Background: an optimization exercise with open tools, aiming at small area. Do not read the settings as production practice.
Only simulation tests tie the RTL to the original design; equivalence was not proved.
Power figures rest on the tool's default switching activity, not on a simulated workload.

job 5687:
Design gf256_mul_pipe, start of the top module:
module gf256_mul_pipe
#(
  parameter int         LANES = 16,
  parameter logic [8:0] POLY  = kuz_gf_pkg::KUZ_POLY
) (
  input  logic               clk,
  input  logic               rst,
  input  logic               in_valid,
  output logic               in_ready,
  input  logic [8*LANES-1:0] in_a,
  input  logic [8*LANES-1:0] in_b,
  output logic               out_valid,
  input  logic               out_ready,
  output logic [8*LANES-1:0] out_p
);
For scale: ~2400 cells after synthesis, ~390 I/O pins, about 0.025 mm2 of cells after synthesis.
export LEC_CHECK = 0
export CAP_MARGIN = 20
export CELL_PAD_IN_SITES_DETAIL_PLACEMENT = 0
export CELL_PAD_IN_SITES_GLOBAL_PLACEMENT = 0
export CORE_MARGIN = 2
export CORE_UTILIZATION = 55
export GPL_TIMING_DRIVEN = 0
export PLACE_DENSITY = 0.65
export SLEW_MARGIN = 20
export SYNTH_HIERARCHICAL = 1
export SYNTH_MINIMUM_KEEP_SIZE = 0
create_clock -name core_clock -period 4.0 [get_ports {clk}]
standard.sh (not shown) runs the stock make flow with config.mk's settings and CLKGATE_MAP_FILE= SYNTH_SCRIPT=/design/flow/synth_recipe.tcl, a recipe that flattens the netlist after the stock synthesis.
==> flow/flow/run.sh <==
#!/bin/bash
# Standard ORFS layout, with the port buffers made of the smallest buffer cell
# (sky130_fd_sc_hd__buf_1) instead of the delay buffer buffer_ports picks.
set -euo pipefail
export BUFFER_PORTS_ARGS="-buffer_cell sky130_fd_sc_hd__buf_1"
bash standard.sh "BUFFER_PORTS_ARGS=$BUFFER_PORTS_ARGS" finish > make_finish.log 2>&1
The flow did not stop early for job 5687: all stages ran, and the layout cleared the timing, design-rule and antenna checks.
For job 9184, these inputs were changed with respect to job 5687:
# job 5687
export LEC_CHECK = 0
export CAP_MARGIN = 20
export CELL_PAD_IN_SITES_DETAIL_PLACEMENT = 0
export CELL_PAD_IN_SITES_GLOBAL_PLACEMENT = 0
export CORE_MARGIN = 2
export CORE_UTILIZATION = 55
export GPL_TIMING_DRIVEN = 0
export PLACE_DENSITY = 0.65
export SLEW_MARGIN = 20
export SYNTH_HIERARCHICAL = 1
export SYNTH_MINIMUM_KEEP_SIZE = 0
create_clock -name core_clock -period 4.0 [get_ports {clk}]
# job 9184
export LEC_CHECK = 0
export CAP_MARGIN = 20
export CELL_PAD_IN_SITES_DETAIL_PLACEMENT = 1
export CELL_PAD_IN_SITES_GLOBAL_PLACEMENT = 2
export CORE_MARGIN = 2
export CORE_UTILIZATION = 30
export PLACE_DENSITY = 0.4
export SLEW_MARGIN = 20
export SYNTH_HIERARCHICAL = 1
export SYNTH_MINIMUM_KEEP_SIZE = 0
create_clock -name core_clock -period 4.0 [get_ports {clk}]
==> flow/run.sh (new file) <==
#!/bin/bash
# synth_recipe.tcl (not shown) runs the flow's synth.tcl, then flattens the netlist and writes it again
# the make line also repeats each setting of config.mk as NAME=value (left out here)
make -C /OpenROAD-flow-scripts/flow DESIGN_CONFIG=/design/flow/config.mk WORK_HOME=/design/flow/orfs CLKGATE_MAP_FILE= SYNTH_SCRIPT=/design/flow/synth_recipe.tcl finish
removed: flow/flow/run.sh
removed: flow/standard.sh
==> comparison <==
- Diff job 5687 -> job 9184: critical path depth fell 1, number of gates resized after cts did not really move, standard cell area after detailed placement rose by 0.0061 mm2.
--- input diff job 9184..job 8902 ---
# job 9184
export LEC_CHECK = 0
export CAP_MARGIN = 20
export CELL_PAD_IN_SITES_DETAIL_PLACEMENT = 1
export CELL_PAD_IN_SITES_GLOBAL_PLACEMENT = 2
export CORE_MARGIN = 2
export CORE_UTILIZATION = 30
export PLACE_DENSITY = 0.4
export SLEW_MARGIN = 20
export SYNTH_HIERARCHICAL = 1
export SYNTH_MINIMUM_KEEP_SIZE = 0
create_clock -name core_clock -period 4.0 [get_ports {clk}]
# job 8902
export LEC_CHECK = 0
export CAP_MARGIN = 20
export CELL_PAD_IN_SITES_DETAIL_PLACEMENT = 0
export CELL_PAD_IN_SITES_GLOBAL_PLACEMENT = 0
export CORE_MARGIN = 2
export CORE_UTILIZATION = 55
export GPL_TIMING_DRIVEN = 0
export PLACE_DENSITY = 0.65
export SLEW_MARGIN = 20
export SYNTH_HIERARCHICAL = 1
export SYNTH_MINIMUM_KEEP_SIZE = 0
create_clock -name core_clock -period 4.0 [get_ports {clk}]
==> comparison <==
No run among job 8902 and job 9184 stopped early or left any final violation; all are clean. Clock insertion delay at the later pin of the skew report in job 8902 is 0.03 ns lower than in job 9184. On post-placement worst setup slack: between job 8902 and job 9184, it ends up higher for job 9184. Diff job 8902 and job 9184: multi-input gate share of the layout cell area higher in job 8902. Number of tap cells inserted shrinks by more than a quarter when moving from job 9184 to job 8902. Of the two values seen for worst setup path startpoint, in_a[94] was produced by job 9184 and in_a[127] by job 8902. Changes observed in job 8902 relative to job 9184: worst setup slack -0.16 ns; total power +about 1.5%.

== north ==
gf256_mul_pipe, a different RTL version from the one above (not shown whole).
For scale: roughly 2,400 cells after synthesis, roughly 390 flip-flops, about 25,000 um^2 of cells after synthesis.
export LEC_CHECK = 0
export CAP_MARGIN = 20
export CELL_PAD_IN_SITES_DETAIL_PLACEMENT = 0
export CELL_PAD_IN_SITES_GLOBAL_PLACEMENT = 0
export CORE_MARGIN = 2
export CORE_UTILIZATION = 55
export CTS_BUF_LIST = sky130_fd_sc_hd__clkbuf_4
export GPL_TIMING_DRIVEN = 0
export PLACE_DENSITY = 0.65
export SLEW_MARGIN = 20
export SYNTH_HIERARCHICAL = 1
export SYNTH_MINIMUM_KEEP_SIZE = 0
create_clock -name core_clock -period 4.0 [get_ports {clk}]
==> flow/flow/run.sh <==
#!/bin/bash
# Standard ORFS layout with three changes to how it is built:
#  - the port buffers use the smallest buffer cell (sky130_fd_sc_hd__buf_1)
#    instead of the delay buffer buffer_ports picks by default;
#  - the buffers ABC adds during synthesis are removed at floorplan;
#  - CTS inserts no dummy loads (clock buffers come from CTS_BUF_LIST).
set -euo pipefail
export BUFFER_PORTS_ARGS="-buffer_cell sky130_fd_sc_hd__buf_1"
export REMOVE_ABC_BUFFERS=1
export CTS_ARGS="-sink_clustering_enable -repair_clock_nets -buf_list sky130_fd_sc_hd__clkbuf_4 -sink_clustering_size 10 -sink_clustering_max_diameter 40 -dont_use_dummy_load"
bash standard.sh "BUFFER_PORTS_ARGS=$BUFFER_PORTS_ARGS" "REMOVE_ABC_BUFFERS=$REMOVE_ABC_BUFFERS" "CTS_ARGS=$CTS_ARGS" finish > make_finish.log 2>&1
Changes in south relative to north:
# north
export LEC_CHECK = 0
export CAP_MARGIN = 20
export CELL_PAD_IN_SITES_DETAIL_PLACEMENT = 0
export CELL_PAD_IN_SITES_GLOBAL_PLACEMENT = 0
export CORE_MARGIN = 2
export CORE_UTILIZATION = 55
export CTS_BUF_LIST = sky130_fd_sc_hd__clkbuf_4
export GPL_TIMING_DRIVEN = 0
export PLACE_DENSITY = 0.65
export SLEW_MARGIN = 20
export SYNTH_HIERARCHICAL = 1
export SYNTH_MINIMUM_KEEP_SIZE = 0
create_clock -name core_clock -period 4.0 [get_ports {clk}]
# south
export LEC_CHECK = 0
export CAP_MARGIN = 20
export CELL_PAD_IN_SITES_DETAIL_PLACEMENT = 0
export CELL_PAD_IN_SITES_GLOBAL_PLACEMENT = 0
export CORE_MARGIN = 2
export CORE_UTILIZATION = 70
export CTS_BUF_LIST = sky130_fd_sc_hd__clkbuf_4
export GPL_TIMING_DRIVEN = 0
export PLACE_DENSITY = 0.8
export SLEW_MARGIN = 20
export SYNTH_HIERARCHICAL = 1
export SYNTH_MINIMUM_KEEP_SIZE = 0
create_clock -name core_clock -period 4.0 [get_ports {clk}]
==> flow/flow/run.sh <==
#!/bin/bash
# Standard ORFS layout with three changes to how it is built:
#  - the port buffers use the smallest buffer cell (sky130_fd_sc_hd__buf_1)
#    instead of the delay buffer buffer_ports picks by default;
#  - the buffers ABC adds during synthesis are removed at floorplan;
#  - CTS inserts no dummy loads (clock buffers come from CTS_BUF_LIST).
set -euo pipefail
export BUFFER_PORTS_ARGS="-buffer_cell sky130_fd_sc_hd__buf_1"
export REMOVE_ABC_BUFFERS=1
export CTS_ARGS="-sink_clustering_enable -repair_clock_nets -buf_list sky130_fd_sc_hd__clkbuf_8 -sink_clustering_size 20 -sink_clustering_max_diameter 60 -dont_use_dummy_load"
bash standard.sh "BUFFER_PORTS_ARGS=$BUFFER_PORTS_ARGS" "REMOVE_ABC_BUFFERS=$REMOVE_ABC_BUFFERS" "CTS_ARGS=$CTS_ARGS" finish > make_finish.log 2>&1
--- outcome ---
On south: critical path depth is 6 higher than what north gave. Total power draw delta (north -> south): insignificant. Summary: with north as the reference, upper clock frequency limit in south moved down slightly. As of south, leakage power had fallen slightly compared to north. In the reports for north and south, the larger mean routed wirelength per cell belongs to south. | time the worst path needs with I/O delays and setup | south vs north | worse |. There was hardly any difference in non-clock buffer count between south and north. Relative to north, the placed cell count of south is lower by 131.
Changes in east relative to south:
# south
export LEC_CHECK = 0
export CAP_MARGIN = 20
export CELL_PAD_IN_SITES_DETAIL_PLACEMENT = 0
export CELL_PAD_IN_SITES_GLOBAL_PLACEMENT = 0
export CORE_MARGIN = 2
export CORE_UTILIZATION = 70
export CTS_BUF_LIST = sky130_fd_sc_hd__clkbuf_4
export GPL_TIMING_DRIVEN = 0
export PLACE_DENSITY = 0.8
export SLEW_MARGIN = 20
export SYNTH_HIERARCHICAL = 1
export SYNTH_MINIMUM_KEEP_SIZE = 0
create_clock -name core_clock -period 4.0 [get_ports {clk}]
# east
export LEC_CHECK = 0
export CAP_MARGIN = 20
export CELL_PAD_IN_SITES_DETAIL_PLACEMENT = 0
export CELL_PAD_IN_SITES_GLOBAL_PLACEMENT = 0
export CORE_MARGIN = 2
export CORE_UTILIZATION = 55
export CTS_BUF_LIST = sky130_fd_sc_hd__clkbuf_4
export GPL_TIMING_DRIVEN = 0
export PLACE_DENSITY = 0.65
export SLEW_MARGIN = 20
export SYNTH_HIERARCHICAL = 1
export SYNTH_MINIMUM_KEEP_SIZE = 0
create_clock -name core_clock -period 4.0 [get_ports {clk}]
==> flow/flow/run.sh <==
#!/bin/bash
# Standard ORFS layout with three changes to how it is built:
#  - the port buffers use the smallest buffer cell (sky130_fd_sc_hd__buf_1)
#    instead of the delay buffer buffer_ports picks by default;
#  - the buffers ABC adds during synthesis are removed at floorplan;
#  - CTS inserts no dummy loads (clock buffers come from CTS_BUF_LIST).
set -euo pipefail
export BUFFER_PORTS_ARGS="-buffer_cell sky130_fd_sc_hd__buf_1"
export REMOVE_ABC_BUFFERS=1
export CTS_ARGS="-sink_clustering_enable -repair_clock_nets -buf_list {sky130_fd_sc_hd__clkbuf_4 sky130_fd_sc_hd__clkbuf_8} -sink_clustering_size 16 -sink_clustering_max_diameter 50 -dont_use_dummy_load"
bash standard.sh "BUFFER_PORTS_ARGS=$BUFFER_PORTS_ARGS" "REMOVE_ABC_BUFFERS=$REMOVE_ABC_BUFFERS" "CTS_ARGS=$CTS_ARGS" finish > make_finish.log 2>&1
Results
east finished every stage and its layout cleared the timing, design-rule and antenna checks.
From south to east the numbers moved as follows: power consumed by sequential cells stayed essentially flat; cell depth of the worst flop-to-flop path fell by 2; starting density of the core fell by 15 points; fraction of power consumed by the clock network rose by 1.5 points; sum of internal, switching and leakage power rose by 0.15 mW.
Comparing east with south, the power per cell area came out essentially unchanged.
Modified inputs, west compared to east
==> flow/flow/run.sh <==
#!/bin/bash
# Standard ORFS layout with three changes to how it is built:
#  - the port buffers use the smallest buffer cell (sky130_fd_sc_hd__buf_1)
#    instead of the delay buffer buffer_ports picks by default;
#  - the buffers ABC adds during synthesis are removed at floorplan;
#  - CTS inserts no dummy loads (clock buffers come from CTS_BUF_LIST).
set -euo pipefail
export BUFFER_PORTS_ARGS="-buffer_cell sky130_fd_sc_hd__buf_1"
export REMOVE_ABC_BUFFERS=1
export CTS_ARGS="-sink_clustering_enable -repair_clock_nets -buf_list sky130_fd_sc_hd__clkbuf_8 -sink_clustering_size 20 -sink_clustering_max_diameter 60 -dont_use_dummy_load"
bash standard.sh "BUFFER_PORTS_ARGS=$BUFFER_PORTS_ARGS" "REMOVE_ABC_BUFFERS=$REMOVE_ABC_BUFFERS" "CTS_ARGS=$CTS_ARGS" finish > make_finish.log 2>&1
Looking only at met3 capacity usage during global routing, and setting everything else aside, the higher value of west and east goes to east.
For west, the worst setup path endpoint was g_lane[13].u_lane.r_p1[6]$_DFFE_PP_, unlike east, where it was g_lane[0].u_lane.r_p1[6]$_DFFE_PP_.
Per the comparison of west with east, core utilization down 0.22 points; leakage power saw a decrease.
For the via count, west came in about 0.43% lower than east did.
In the tables for west and east, number of levels the H-tree was split into reads higher with east.
On worst setup slack after layout, east beats west.
Comparing west and east, the lower layout-stage area growth over the synthesis result was measured on west.
west against east; sum of routed wire length over all layers is down slightly.

re-timing with driven ports:
In the flow no input, the clock included, has a driving cell. The finished layouts below were timed again as built, in two steps.
Step 1 (the two cells are an assumption about what drives the block):
set clk [get_ports {clk}]
set_driving_cell -lib_cell sky130_fd_sc_hd__clkbuf_16 $clk
set_driving_cell -lib_cell sky130_fd_sc_hd__buf_2 [delete_from_list [all_inputs] $clk]
Step 2 moves the port delays by t, midway between the first and last clock arrival at a register: inputs arrive t later, outputs are due t later. That takes back most of the time a late clock gives input paths.
a / b / c = ideal / step 1 / step 2; a / b = the first two.
run	t (ns)	setup slack, ns	worst setup path after step 2	worst register clock-pin slew, ns	cell pins on the clock port's net
job 5687	0.587	0.372 / 0.399 / -0.187	input to register	0.06 / 0.06	1
job 9184	0.627	0.271 / 0.292 / -0.336	input to register	0.06 / 0.06	1
job 8902	0.597	0.113 / 0.118 / -0.478	input to register	0.07 / 0.07	1
north	0.794	1.629 / 1.578 / 0.948	input to register	0.10 / 0.10	1
south	0.644	1.591 / 1.614 / 0.970	input to register	0.11 / 0.11	1
east	0.584	1.567 / 1.586 / 1.002	input to register	0.09 / 0.09	1
west	0.628	1.560 / 1.589 / 0.961	input to register	0.11 / 0.11	1
With both steps, setup timing fails in job 5687, job 9184 and job 8902, where it was met with ideal ports. For north, which loses most, drivers alone change the setup slack by -0.051 ns; drivers and shift together by -0.681 ns.
